From an optimization exercise on the open Yosys and OpenROAD flow, aimed at small area, a short achievable clock period and few clock cycles; shortcuts taken in it are not production practice. Only simulation tests tie the RTL to the original design; equivalence was not proved.

v33:
// mult_div_unit
module mult_div_unit #(
    parameter int RM  = 8,     
    parameter int BS  = 8     
) (
    input  logic        clk,
    input  logic        reset,
    input  logic        start,
    input  logic [2:0]  op,
    input  logic [31:0] RD1,
    input  logic [31:0] RD2,
    output logic        busy,
    output logic [31:0] HI,
    output logic [31:0] LO
);
Size: roughly 1900 cells after synthesis, roughly 110 flip-flops, roughly 140 I/O pins.
clock: 90.0 ns
lec_check: 0
abc_area: 1
cap_margin: 5
core_margin: 2
core_utilization: 60
slew_margin: 5
standard.sh (not shown) runs the stock make flow with config.mk's settings and CLKGATE_MAP_FILE= SYNTH_SCRIPT=/design/flow/synth_recipe.tcl, a recipe that flattens the netlist after the stock synthesis.
==> flow/flow/run.sh <==
#!/bin/bash
# Layout flow: the standard synthesis and layout steps, with buf_1 port
# buffers and timing repair aimed at a setup margin that covers the clock
# period left over by the fixed 18 ns input and output delays.
set -uo pipefail
bash standard.sh synth > synth.log 2>&1 || exit 1
bash standard.sh SETUP_SLACK_MARGIN=71 \
    'BUFFER_PORTS_ARGS=-buffer_cell sky130_fd_sc_hd__buf_1' \
    finish > layout.log 2>&1 || exit 1
Testbench counts of v33, summed over its fixed seeds: cycles 13,407.
For v21, these inputs were changed with respect to v33:
Settings: swapping 60 for 40 in CORE_UTILIZATION; clearing ABC_AREA, which used to be 1; swapping 5 for 20 in SLEW_MARGIN; swapping 5 for 20 in CAP_MARGIN.
==> flow/flow/run.sh <==
#!/bin/bash
# Layout flow: the standard synthesis and layout steps, with buf_2 port
# buffers and timing repair aimed at a setup margin that covers the clock
# period left over by the fixed 18 ns input and output delays.
set -uo pipefail
bash standard.sh synth > synth.log 2>&1 || exit 1
bash standard.sh SETUP_SLACK_MARGIN=71 \
    'BUFFER_PORTS_ARGS=-buffer_cell sky130_fd_sc_hd__buf_2' \
    finish > layout.log 2>&1 || exit 1
[summary]
- v21 ended with more per-instance average area after synthesis than v33.
- Via count shrinks by a few percent when moving from v33 to v21.
- v21 finished all stages; the layout is clean.
- Number of antenna violations at the first check in global routing: higher on v21
- In v21, the first-pass GRT wire length came out 2.6% above the value in v33.
Relative to v21, the following input files were edited for v30:
Settings: putting ABC_AREA at 1 where nothing was set; swapping 40 for 60 in CORE_UTILIZATION.
==> flow/flow/run.sh <==
#!/bin/bash
# Layout flow: the standard synthesis and layout steps, with buf_1 port
# buffers and timing repair aimed at a setup margin that covers the clock
# period left over by the fixed 18 ns input and output delays.
set -uo pipefail
bash standard.sh synth > synth.log 2>&1 || exit 1
bash standard.sh SETUP_SLACK_MARGIN=71 \
    'BUFFER_PORTS_ARGS=-buffer_cell sky130_fd_sc_hd__buf_1' \
    finish > layout.log 2>&1 || exit 1
Notes after the runs:
- Per the comparison of v30 with v21, arithmetic-cell share of the synthesized area counting full adders, half adders and majority gates shows an increase of 0.19 points, height of the die shows a reduction of about 18%, total half-perimeter wirelength after legalization and detailed placement shows a reduction of about 2%, length of routed met2 wiring shows a reduction of 2.9%, clock buffer count shows a reduction of 1.
- Between v21 and v30, the cell count went up.
- From v21 to v30 the numbers moved as follows: routed wire length on met3 climbed 1.2 mm; share of the final layout cell area in multi-input gates barely changed; global routing usage summed across all routing layers climbed 12 points.
- r_hi[8] as the origin of the worst setup path was reported by v21, and r_hi[31] by v30.
## Diff of input files: v53 against v30
Settings: changing CORE_UTILIZATION from 60 to 40.
==> flow/run.sh (new file) <==
#!/bin/bash
# synth_recipe.tcl (not shown) runs the flow's synth.tcl, then flattens the netlist and writes it again
# the make line also repeats each setting of config.mk as NAME=value (left out here)
make -C /OpenROAD-flow-scripts/flow DESIGN_CONFIG=/design/flow/config.mk WORK_HOME=/design/flow/orfs CLKGATE_MAP_FILE= SYNTH_SCRIPT=/design/flow/synth_recipe.tcl finish
removed: flow/flow/run.sh
removed: flow/standard.sh
### Flow results
v53 completed every stage of the flow, and the final layout passed the timing, design-rule and antenna checks.
Sum of overflow across all layers after global routing essentially unchanged between v53 and v30.
HI[31] as the destination of the critical timing path was reported by v30, and r_hi[26] by v53.
| critical path depth | v53 vs v30 | 10 higher |
In v53, the global router's overall resource usage came out 13 points below the value in v30.
Per the comparison of v53 with v30, wire length now sits lower; met3 track demand over resource in global routing now sits lower.
There was hardly any difference in portion of the layout cell area used by clock cells between v30 and v53.
Compared with v30, final RePlAce weighted congestion in v53 decreased by a little under 10%.
What v44 does differently from v53 at the input level:
Settings: CORE_UTILIZATION changed from 40 to 60.
==> flow/flow/run.sh (new file) <==
#!/bin/bash
# Layout flow: the standard synthesis and layout steps, with buf_1 port
# buffers and timing repair aimed at a setup margin that covers the clock
# period left over by the fixed 18 ns input and output delays.
set -uo pipefail
bash standard.sh synth > synth.log 2>&1 || exit 1
bash standard.sh SETUP_SLACK_MARGIN=71.3 \
    'BUFFER_PORTS_ARGS=-buffer_cell sky130_fd_sc_hd__buf_1' \
    finish > layout.log 2>&1 || exit 1
==> flow/standard.sh (new file) <==
#!/bin/bash
# synth_recipe.tcl (not shown) runs the flow's synth.tcl, then flattens the netlist and writes it again
# the make line also repeats each setting of config.mk as NAME=value (left out here)
make -C /OpenROAD-flow-scripts/flow DESIGN_CONFIG=/design/flow/config.mk WORK_HOME=/design/flow/orfs CLKGATE_MAP_FILE= SYNTH_SCRIPT=/design/flow/synth_recipe.tcl "${@:-finish}"
removed: flow/run.sh
--- outcome ---
Of v44 and v53, the run reporting the lower transition time at the pin with the least slew margin was v44. Compared with v53, in v44 placed standard-cell area fell about 4.7%; die outline area saw a decrease. v44 ended with more area occupied by registers than v53. Run comparison: v44 top layer used by detailed routing met5; v53 top layer used by detailed routing met4. Between v53 and v44, the hold violation total from the final report figures differ only marginally. Count of TritonRoute iterations in the first routing pass: v44 higher than v53. Post-route fraction of the period consumed by the critical path for v44: 2.0 points down relative to v53. Of v44 and v53, the lower non-clock buffer count in the final layout belongs to v53.
Here is what was changed in the inputs of v8 compared with v44.
Settings: CORE_UTILIZATION changed from 60 to 40.
==> flow/flow/run.sh <==
#!/bin/bash
# Layout flow: the standard synthesis and layout steps, with buf_1 port
# buffers and timing repair aimed at a setup margin that covers the clock
# period left over by the fixed 18 ns input and output delays.
set -uo pipefail
bash standard.sh synth > synth.log 2>&1 || exit 1
bash standard.sh SETUP_SLACK_MARGIN=71 SKIP_GATE_CLONING=1 \
    'BUFFER_PORTS_ARGS=-buffer_cell sky130_fd_sc_hd__buf_1' \
    finish > layout.log 2>&1 || exit 1
Results
v44: done, clean on timing, DRC and antenna
The flow did not stop early for v8: all stages ran, and the layout cleared the timing, design-rule and antenna checks.
Diff v44 -> v8: number of setup violations in the final report essentially unchanged, largest net degree at the start of global routing increased 1, fraction of the core area covered by cells at the end of the flow decreased 31 points.
Summary of the comparison: worst path setup slack after routing is higher in v8, relative to v44.

==> port drivers added, routing unchanged <==
How much do the figures lean on ideal ports? The routed layouts below were timed once more, with nothing changed but the port constraints.
Step 1 (the two cells are an assumption about what drives the block):
set clk [get_ports {clk}]
set_driving_cell -lib_cell sky130_fd_sc_hd__clkbuf_16 $clk
set_driving_cell -lib_cell sky130_fd_sc_hd__buf_2 [delete_from_list [all_inputs] $clk]
Step 2 moves the port delays by t, midway between the first and last clock arrival at a register: inputs arrive t later, outputs are due t later. That takes back most of the time a late clock gives input paths.
a / b / c = ideal ports / drivers / drivers and shift; a / b = the first two.
| run | shift t [ns] | slack for setup (ns) | worst setup path after step 2 | latest minus earliest clock arrival (ns) |
|---|---|---|---|---|
| v33 | 0.419 | 70.985 / 70.933 / 70.606 | input to register | 0.018 / 0.018 |
| v21 | 0.428 | 71.018 / 70.963 / 70.643 | input to register | 0.019 / 0.019 |
| v30 | 0.419 | 70.985 / 70.933 / 70.606 | input to register | 0.018 / 0.018 |
| v53 | 0.443 | 69.142 / 69.168 / 68.726 | input to register | 0.019 / 0.019 |
| v44 | 0.428 | 70.935 / 70.929 / 70.501 | input to register | 0.033 / 0.033 |
| v8 | 0.431 | 70.997 / 70.945 / 70.602 | input to register | 0.019 / 0.018 |
After both steps setup and hold are still met in every run listed. For v44, which loses most, drivers alone change the setup slack by -0.006 ns; drivers and shift together by -0.434 ns.
